Source: an optimization exercise on an open RTL-to-GDS flow (aim: small area, a short achievable clock period and few clock cycles per item). Production flows keep margins and buffers that such runs may drop.
At most, simulation tests tie the RTL to the original design; equivalence was not proved.
Power and IR drop assume default switching activity.

==> flow/design.v (excerpt) <==
module float_to_rgbe_encode
(
   input  wire logic         clock,
   input  wire logic         reset,
   input  wire logic         req_tvalid,
   output logic              req_tready,
   input  wire logic [191:0] req_tdata,   
   output logic              rsp_tvalid,
   input  wire logic         rsp_tready,
   output logic [31:0]       rsp_tdata    
);
Size in the first run: about 93 flip-flops, roughly 230 I/O pins.
==> flow/config.mk <==
export PLATFORM = sky130hd
export DESIGN_NAME = float_to_rgbe_encode
export DESIGN_NICKNAME = float_to_rgbe_encode
export VERILOG_FILES = /design/flow/design.v
export SDC_FILE = /design/flow/constraint.sdc
export NUM_CORES = 4
export LEC_CHECK = 0
export CAP_MARGIN = 20
export CORE_MARGIN = 2
export CORE_UTILIZATION = 40
export SETUP_SLACK_MARGIN = 3.4
export SLEW_MARGIN = 20
==> flow/constraint.sdc <==
create_clock -name core_clock -period 6.3 [get_ports {clock}]
set_input_delay 1.2600 -clock core_clock [delete_from_list [all_inputs] [get_ports {clock}]]
set_output_delay 1.2600 -clock core_clock [all_outputs]
set_load 0.01 [all_outputs]
standard.sh (not shown) runs the stock make flow with config.mk's settings and CLKGATE_MAP_FILE= SYNTH_SCRIPT=/design/flow/synth_recipe.tcl, a recipe that flattens the netlist after the stock synthesis.
==> flow/flow/run.sh <==
#!/bin/bash
# Standard layout, except that the port buffers are the smallest buffer cell
# instead of the delay buffer buffer_ports picks by default. Each tool's full
# output lands in the ORFS logs under orfs/logs; make's own output in make.log.
set -euo pipefail
export BUFFER_PORTS_ARGS="-buffer_cell sky130_fd_sc_hd__buf_1"
bash standard.sh > make.log 2>&1
Rerun with:
- CORE_UTILIZATION: 40 -> 60
After rerunning: Core utilization rises by 28 points. Wire length climbs by 14%. First-iteration DRC count came out higher by 130%. Die area came out lower by 32%. Worst setup slack gets worse by 220 ps.
No run of this note included a check of the RTL's function; only the layout flow was run.

== build 32 ==
float_to_rgbe_encode, a different RTL version from the one above (not shown whole).
Size in the first run: about 33 flip-flops, ~6500 um^2 of cells after synthesis.
export LEC_CHECK = 0
export CAP_MARGIN = 20
export CORE_MARGIN = 2
export CORE_UTILIZATION = 40
export SLEW_MARGIN = 20
create_clock -name core_clock -period 6.3 [get_ports {clock}]
Scripts as last shown in full above: flow/flow/run.sh
Testbench counts of build 32, summed over its fixed seeds: cycles 9,608, items 9,600.
Relative to build 32, the following input files were edited for build 9:
==> flow/run.sh (new file) <==
#!/bin/bash
# synth_recipe.tcl (not shown) runs the flow's synth.tcl, then flattens the netlist and writes it again
# the make line also repeats each setting of config.mk as NAME=value (left out here)
make -C /OpenROAD-flow-scripts/flow DESIGN_CONFIG=/design/flow/config.mk WORK_HOME=/design/flow/orfs CLKGATE_MAP_FILE= SYNTH_SCRIPT=/design/flow/synth_recipe.tcl finish
removed: flow/flow/run.sh
removed: flow/standard.sh
Notes after the runs:
- Summary of build 9 over build 32: clock tree cell share of total cell area picked up an extra 0.22 points, total power now larger.
- Hold slack (lower): build 32
- Between build 32 and build 9, the final area is lower for build 32.
- Comparing build 32 and build 9, final wirelength is higher on build 9.
- Slew at the pin closest to its max-slew limit: build 9 < build 32
- From build 32 to build 9 the numbers moved as follows: share of the cycle needed by the critical path after routing climbed 2.1 points, first-pass iteration count of the detailed router went down 2, number of global-route vias before repair saw an increase.
- From build 32 to build 9, site row count did not move at all.
- Comparing build 32 and build 9, tightest slew margin relative to the limit is lower on build 32.
The inputs of build 17 differ from those of build 9 as listed below.
Settings: setting SETUP_SLACK_MARGIN to 2.0 for the first time.
==> flow/flow/run.sh (new file) <==
#!/bin/bash
# Standard layout, except that the port buffers are the smallest buffer cell
# instead of the delay buffer buffer_ports picks by default. Each tool's full
# output lands in the ORFS logs under orfs/logs; make's own output in make.log.
set -euo pipefail
export BUFFER_PORTS_ARGS="-buffer_cell sky130_fd_sc_hd__buf_1"
bash standard.sh > make.log 2>&1
==> flow/standard.sh (new file) <==
#!/bin/bash
# synth_recipe.tcl (not shown) runs the flow's synth.tcl, then flattens the netlist and writes it again
# the make line also repeats each setting of config.mk as NAME=value (left out here)
make -C /OpenROAD-flow-scripts/flow DESIGN_CONFIG=/design/flow/config.mk WORK_HOME=/design/flow/orfs CLKGATE_MAP_FILE= SYNTH_SCRIPT=/design/flow/synth_recipe.tcl "${@:-finish}"
removed: flow/run.sh
[summary]
In build 17 the utilization after layout turned out 8.3 points lower than in build 9.
Compared with build 9, build 17 shows a final design instance area without fill that is 14% lower.
The commonest non-fill, non-tap cell in the layout comes out sky130_fd_sc_hd__buf_1 in one run and sky130_fd_sc_hd__clkdlybuf4s50_1 in the other, namely in build 17 and build 9 respectively.
Comparing build 17 with build 9, the number of nets in the finished design came out essentially unchanged.
Number of buffers inserted during clock tree synthesis: build 17 vs build 9 identical
Build 17 and build 9 ended up with roughly the same cell total after placement.

float_to_rgbe_encode, a different RTL version from the one above (not shown whole).
Size in the first run: roughly 81 flip-flops, ~230 I/O pins.
Settings: LEC_CHECK=0, ABC_AREA=1, CAP_MARGIN=20, CORE_MARGIN=2, CORE_UTILIZATION=50, CTS_BUF_LIST=sky130_fd_sc_hd__clkbuf_8, CTS_CLUSTER_DIAMETER=100, CTS_CLUSTER_SIZE=30, SETUP_SLACK_MARGIN=3.5, SLEW_MARGIN=20; clock period 6.3 ns.
==> flow/flow/run.sh <==
#!/bin/bash
# Standard layout, except that the port buffers are the smallest buffer cell
# instead of the delay buffer buffer_ports picks by default, and that the
# rsp_tready and req_tready pins are placed side by side (io.tcl), as the
# only path from an input port to an output port runs between them.
# Each tool's full output lands in the ORFS logs under orfs/logs; make's own
# output in make.log.
set -euo pipefail
export BUFFER_PORTS_ARGS="-buffer_cell sky130_fd_sc_hd__buf_1"
export IO_CONSTRAINTS="$PWD/flow/io.tcl"
bash standard.sh > make.log 2>&1
==> flow/flow/io.tcl <==
# keep the two ready pins next to each other
set_io_pin_constraint -group -order -pin_names {rsp_tready req_tready}
Rerun with:
--- a/flow/config.mk
+++ b/flow/config.mk
@@ -10,3 +10,3 @@
 export CORE_MARGIN = 2
-export CORE_UTILIZATION = 50
+export CORE_UTILIZATION = 55
 export CTS_BUF_LIST = sky130_fd_sc_hd__clkbuf_8
=> Total power falls by 1.7%. Non-clock buffer count is higher by 5. Setup slack loses 0.025 ns. Die area went down by about 9%. Clock skew stays flat. Utilization climbs by 6.6 points. Global-route usage grows by 3.0 points.
Function was not checked in any run of this note: the RTL went through the layout flow alone.

== lane 1 ==
float_to_rgbe_encode, a different RTL version from the one above (not shown whole).
Size: about 81 flip-flops, ~230 I/O pins, about 7500 um2 of cells after synthesis.
Settings: LEC_CHECK=0, ABC_AREA=1, CAP_MARGIN=20, CORE_MARGIN=2, CORE_UTILIZATION=40, SETUP_SLACK_MARGIN=3.4, SLEW_MARGIN=20; clock period 6.3 ns.
==> flow/flow/run.sh <==
#!/bin/bash
# Standard layout, except that the port buffers are the smallest buffer cell
# instead of the delay buffer buffer_ports picks by default. Each tool's full
# output lands in the ORFS logs under orfs/logs; make's own output in make.log.
set -euo pipefail
export BUFFER_PORTS_ARGS="-buffer_cell sky130_fd_sc_hd__buf_1"
bash standard.sh > make.log 2>&1
Looking at the reports, lane 1 completed the entire flow and the layout it produced met the timing, design-rule and antenna checks.
Input-level comparison between lane 2 and lane 1:
Settings: removing ABC_AREA (formerly 1).
Notes after the runs:
- Changes observed in lane 2 relative to lane 1: wire length increased 0.81%; core region area decreased 8.6%.
- Diff lane 1 -> lane 2 | sequential power share | decrease of 1.3 points
- Taking lane 1 as the reference, in lane 2 met3 track demand over resource +1.4 points, total power of the final layout has increased.
- Sort lane 2 and lane 1 by initial standard-cell utilization of the core, ascending, and lane 2 comes first.
- Taking lane 1 as the reference, in lane 2 share of cell area taken by flip-flops and latches grew by 0.23 points; share of the yosys chip area belonging to registers grew by 3.3 points.
Function was not checked in any run of this note: the RTL went through the layout flow alone.

Another version of the RTL of float_to_rgbe_encode (not shown whole).
For scale: ~1100 cells after synthesis, roughly 81 flip-flops, ~230 I/O pins, about 7500 sq um of cells after synthesis.
==> flow/config.mk <==
export PLATFORM = sky130hd
export DESIGN_NAME = float_to_rgbe_encode
export DESIGN_NICKNAME = float_to_rgbe_encode
export VERILOG_FILES = /design/flow/design.v
export SDC_FILE = /design/flow/constraint.sdc
export NUM_CORES = 4
export LEC_CHECK = 0
export ABC_AREA = 1
export CAP_MARGIN = 20
export CORE_MARGIN = 2
export CORE_UTILIZATION = 50
export SETUP_SLACK_MARGIN = 3.5
export SLEW_MARGIN = 20
==> flow/constraint.sdc <==
create_clock -name core_clock -period 6.3 [get_ports {clock}]
set_input_delay 1.2600 -clock core_clock [delete_from_list [all_inputs] [get_ports {clock}]]
set_output_delay 1.2600 -clock core_clock [all_outputs]
set_load 0.01 [all_outputs]
Scripts as last shown in full above: flow/flow/run.sh
Edit:
--- a/flow/config.mk
+++ b/flow/config.mk
@@ -10,4 +10,7 @@
 export CORE_MARGIN = 2
-export CORE_UTILIZATION = 50
-export SETUP_SLACK_MARGIN = 3.5
+export CORE_UTILIZATION = 40
+export CTS_BUF_LIST = sky130_fd_sc_hd__clkbuf_8
+export CTS_CLUSTER_DIAMETER = 100
+export CTS_CLUSTER_SIZE = 30
+export SETUP_SLACK_MARGIN = 3.4
 export SLEW_MARGIN = 20
The new run produced a clean layout.
Count of clock-buffer cells in the layout is lower by 3.
Core utilization drops by 15 points.
Global-route usage decreases by 5.4 points.
Critical path depth stays the same.
First-iteration DRC count came out higher by 15%.
Total power shrinks by 6.8%.
Sequential share of layout area went up by 0.86 points.
Area after synthesis stays the same.
Routed wire length goes down by 0.66%.
Edit:
--- a/flow/config.mk
+++ b/flow/config.mk
@@ -11,6 +11,3 @@
 export CORE_UTILIZATION = 40
-export CTS_BUF_LIST = sky130_fd_sc_hd__clkbuf_8
-export CTS_CLUSTER_DIAMETER = 100
-export CTS_CLUSTER_SIZE = 30
-export SETUP_SLACK_MARGIN = 3.4
+export SETUP_SLACK_MARGIN = 3.5
 export SLEW_MARGIN = 20
Sequential share of layout area goes down by 1.4 points.
Routed wire length increases by 1.2%.
Cell area is higher by 5.4%.
Critical path depth stays the same.
Worst hold slack gets worse by 15 ps.
Non-clock buffer count went up by 12.
First-iteration DRC count does not change.
Utilization grows by 2.7 points.
Combinational power rose by about 10%.
Setup slack gets better by 27 ps.
Synthesized cell count is unchanged.
Edit:
--- a/flow/config.mk
+++ b/flow/config.mk
@@ -11,2 +11,4 @@
 export CORE_UTILIZATION = 40
+export CTS_BUF_LIST = sky130_fd_sc_hd__clkbuf_4 sky130_fd_sc_hd__clkbuf_8
+export CTS_CLUSTER_SIZE = 30
 export SETUP_SLACK_MARGIN = 3.5
After rerunning: The new run ran to the end with no violations. Via count came out lower by 1.1%. Wire length goes down by 1.2%. Sequential share of layout area goes up by 0.72 points. Global-route usage barely changes. Combinational power went down by about 5%. Total power decreases by 7.7%. Utilization went down by 1.4 points. Critical path depth is unchanged.
No functional check of the RTL was part of any run of this note.

float_to_rgbe_encode, a different RTL version from the one above (not shown whole).
For scale: about 1100 cells after synthesis, roughly 230 I/O pins, about 7500 sq um of cells after synthesis.
export LEC_CHECK = 0
export ABC_AREA = 1
export CAP_MARGIN = 20
export CORE_MARGIN = 2
export CORE_UTILIZATION = 50
export CTS_BUF_LIST = sky130_fd_sc_hd__clkbuf_8
export CTS_CLUSTER_DIAMETER = 100
export CTS_CLUSTER_SIZE = 30
export SETUP_SLACK_MARGIN = 3.5
export SLEW_MARGIN = 20
create_clock -name core_clock -period 6.3 [get_ports {clock}]
==> flow/flow/run.sh <==
#!/bin/bash
# Standard layout, except that the port buffers are the smallest buffer cell
# instead of the delay buffer buffer_ports picks by default, and that the
# rsp_tready and req_tready pins are placed side by side (io.tcl), as the
# only path from an input port to an output port runs between them.
# Each tool's full output lands in the ORFS logs under orfs/logs; make's own
# output in make.log.
set -euo pipefail
export BUFFER_PORTS_ARGS="-buffer_cell sky130_fd_sc_hd__buf_1"
export IO_CONSTRAINTS="$PWD/flow/io.tcl"
bash standard.sh > make.log 2>&1
Scripts as last shown in full above: flow/flow/io.tcl
The starting point completed without violations.
Testbench counts at the start, summed over its fixed seeds: cycles 9,616, items 9,600.
==> next run, changes <==
- CORE_UTILIZATION: 50 -> 40
Result:
- The new run finished clean
- synthesized cell count stays the same
- cell area is higher by 1.7%
- cell count is higher by 2.9%
- sequential power is about the same
- utilization is lower by 11 points
- total power is higher by 5.4%
- register-to-register slack gets better by 0.04 ns

float_to_rgbe_encode, a different RTL version from the one above (not shown whole).
Size in the first run: about 1000 cells after synthesis, roughly 230 I/O pins, about 7200 sq um of cells after synthesis.
Design float_to_rgbe_encode, start of the top module:
module float_to_rgbe_encode
(
   input  wire logic         clock,
   input  wire logic         reset,
   input  wire logic         req_tvalid,
   output logic              req_tready,
   input  wire logic [191:0] req_tdata,   
   output logic              rsp_tvalid,
   input  wire logic         rsp_tready,
   output logic [31:0]       rsp_tdata    
);
export LEC_CHECK = 0
export ABC_AREA = 1
export CAP_MARGIN = 20
export CORE_MARGIN = 2
export CORE_UTILIZATION = 60
export CTS_BUF_LIST = sky130_fd_sc_hd__clkbuf_8
export CTS_CLUSTER_DIAMETER = 100
export CTS_CLUSTER_SIZE = 30
export SETUP_SLACK_MARGIN = 3.5
export SLEW_MARGIN = 20
create_clock -name core_clock -period 6.3 [get_ports {clock}]
Scripts as last shown in full above: flow/flow/run.sh, flow/flow/io.tcl
The first run passed the timing, design-rule and antenna checks.
Testbench counts at the start, summed over its fixed seeds: cycles 9,616, items 9,600.
Next try:
- CORE_UTILIZATION: 60 -> 50
=>
- wire length rose by 9.0%
- via count is about the same
- global-route usage drops by 3.3 points
- combinational power is lower by 2.9%
- final area decreases by 1.6%
Next try:
- CORE_UTILIZATION: 50 -> 40
What happened: Die area rose by 24%; cell count went up by 3.7%; design area came out higher by 3.6%; clock power drops by 10%; power grows by 0.88%; non-clock buffer count went up by 3; count of clock-buffer cells in the layout is unchanged; fmax climbs by 0.38%; via count falls by 2.0%.
Next try:
- CORE_UTILIZATION: 40 -> 55
The new run completed without violations.
Final area is lower by 4.3%.
Core utilization increases by 17 points.
Die area came out lower by 27%.
Combinational power falls by 7.5%.
Global-route usage is higher by 6.5 points.
Power drops by 5.0%.
Routed wire length decreases by 8.2%.
Cell count decreases by 4.5%.
Synthesized area is unchanged.
Next try:
- SETUP_SLACK_MARGIN: 3.5 -> 3.58
What happened: The changed run went through all stages and came out clean. Setup slack improved by 38 ps. Count of clock-buffer cells in the layout stays the same. Clock power stays flat. Combinational power rose by roughly a tenth. Core utilization rose by 2.3 points.

Another version of the RTL of float_to_rgbe_encode (not shown whole).
Size in the first run: roughly 86 flip-flops, about 230 I/O pins.
export LEC_CHECK = 0
export ABC_AREA = 0
export CAP_MARGIN = 20
export CORE_MARGIN = 2
export CORE_UTILIZATION = 40
export CTS_BUF_LIST = sky130_fd_sc_hd__clkbuf_4 sky130_fd_sc_hd__clkbuf_8
export CTS_CLUSTER_SIZE = 30
export SETUP_SLACK_MARGIN = 3.4
export SLEW_MARGIN = 20
create_clock -name core_clock -period 6.3 [get_ports {clock}]
==> flow/flow/run.sh <==
#!/bin/bash
# Standard layout, except that the port buffers are the smallest buffer cell
# instead of the delay buffer buffer_ports picks by default. Each tool's full
# output lands in the ORFS logs under orfs/logs; make's own output in make.log.
set -euo pipefail
export BUFFER_PORTS_ARGS="-buffer_cell sky130_fd_sc_hd__buf_1"
bash standard.sh > make.log 2>&1
Change:
--- a/flow/config.mk
+++ b/flow/config.mk
@@ -6,5 +6,5 @@
 export NUM_CORES = 4
 export LEC_CHECK = 0
-export ABC_AREA = 0
+export ABC_AREA = 1
 export CAP_MARGIN = 20
 export CORE_MARGIN = 2
The new run produced a clean layout. Sequential share of layout area drops by 0.14 points. Clock-buffer cell count climbs by 1. Routed wire length climbs by 0.84%.
Change:
==> flow/flow/run.sh (replaced) <==
#!/bin/bash
# Standard layout, except that the port buffers are the smallest buffer cell
# instead of the delay buffer buffer_ports picks by default, and that the
# rsp_tready and req_tready pins are placed side by side (io.tcl), as the
# only path from an input port to an output port runs between them.
# Each tool's full output lands in the ORFS logs under orfs/logs; make's own
# output in make.log.
set -euo pipefail
export BUFFER_PORTS_ARGS="-buffer_cell sky130_fd_sc_hd__buf_1"
export IO_CONSTRAINTS="$PWD/flow/io.tcl"
bash standard.sh > make.log 2>&1
==> flow/flow/io.tcl (new file) <==
# keep the two ready pins next to each other
set_io_pin_constraint -group -order -pin_names {rsp_tready req_tready}
--- a/flow/config.mk
+++ b/flow/config.mk
@@ -10,5 +10,6 @@
 export CORE_MARGIN = 2
 export CORE_UTILIZATION = 40
-export CTS_BUF_LIST = sky130_fd_sc_hd__clkbuf_4 sky130_fd_sc_hd__clkbuf_8
+export CTS_BUF_LIST = sky130_fd_sc_hd__clkbuf_8
+export CTS_CLUSTER_DIAMETER = 100
 export CTS_CLUSTER_SIZE = 30
 export SETUP_SLACK_MARGIN = 3.4
The changed run finished with timing, DRC and antenna clean.
Cell area came out higher slightly.
Die area stays the same.
Routed wire length is about the same.
Fmax barely changes.
Utilization increases by 0.27 points.
Via count is lower slightly.
Hold slack is worse by 0.0064 ns.
Non-clock buffer count grows by 1.
Function was not checked in any run of this note: the RTL went through the layout flow alone.

[what the ideal ports hide]
How much do the figures lean on ideal ports? The routed layouts below were timed once more, with nothing changed but the port constraints.
Step 1, drivers: a clkbuf_16 drives clock and a buf_2 each remaining input, both assumed.
Step 2 adds t to the input delays and takes it off the output delays; t is the mean of the earliest and latest rising clock arrival at the registers after step 1. Input paths then give back, and output paths get back, about the clock's delay inside the block.
a / b / c = ideal ports / drivers / drivers and shift; a / b = the first two.
| run | t, ns | setup slack, ns | slew at the worst register clock pin (ns) | pins driven straight from the clock port |
|---|---|---|---|---|
| the first run of note 1 | 0.400 | 2.274 / 2.274 / 2.274 | 0.07 / 0.07 | 1 |
| the second run of note 1 | 0.393 | 2.055 / 2.055 / 2.055 | 0.07 / 0.07 | 1 |
| build 32 | 0.302 | 1.355 / 1.362 / 1.060 | 0.05 / 0.05 | 1 |
| build 9 | 0.307 | 1.223 / 1.230 / 0.923 | 0.05 / 0.05 | 1 |
| build 17 | 0.303 | 2.027 / 2.032 / 1.729 | 0.05 / 0.05 | 1 |
| the first run of note 3 | 0.390 | 3.549 / 3.357 / 3.357 | 0.09 / 0.09 | 1 |
| the second run of note 3 | 0.392 | 3.524 / 3.373 / 3.373 | 0.08 / 0.08 | 1 |
| lane 1 | 0.383 | 3.054 / 3.054 / 3.054 | 0.07 / 0.07 | 1 |
| lane 2 | 0.387 | 2.780 / 2.780 / 2.780 | 0.06 / 0.06 | 1 |
| the first run of note 5 | 0.370 | 3.243 / 3.210 / 3.210 | 0.06 / 0.06 | 1 |
| the second run of note 5 | 0.411 | 3.338 / 3.306 / 3.285 | 0.10 / 0.10 | 1 |
| the third run of note 5 | 0.394 | 3.365 / 3.333 / 3.333 | 0.07 / 0.07 | 1 |
| the fourth run of note 5 | 0.411 | 3.364 / 3.332 / 3.310 | 0.09 / 0.09 | 1 |
| the first run of note 6 | 0.393 | 3.534 / 3.511 / 3.488 | 0.09 / 0.09 | 1 |
| the second run of note 6 | 0.397 | 3.530 / 3.506 / 3.440 | 0.09 / 0.09 | 1 |
| the first run of note 7 | 0.403 | 3.502 / 3.374 / 3.374 | 0.09 / 0.09 | 1 |
| the second run of note 7 | 0.390 | 3.537 / 3.511 / 3.421 | 0.09 / 0.09 | 1 |
| the third run of note 7 | 0.413 | 3.547 / 3.377 / 3.377 | 0.10 / 0.10 | 1 |
| the fourth run of note 7 | 0.388 | 3.536 / 3.512 / 3.437 | 0.09 / 0.09 | 1 |
| the fifth run of note 7 | 0.395 | 3.574 / 3.530 / 3.407 | 0.09 / 0.09 | 1 |
| the first run of note 8 | 0.409 | 3.077 / 3.077 / 3.038 | 0.08 / 0.08 | 1 |
| the second run of note 8 | 0.398 | 3.304 / 3.266 / 3.266 | 0.08 / 0.08 | 1 |
| the third run of note 8 | 0.413 | 3.312 / 3.279 / 3.279 | 0.09 / 0.09 | 1 |
After both steps setup and hold are still met in every run listed. The setup slack of build 9, which loses most, moves by +0.007 ns with the drivers and by -0.300 ns with both steps.
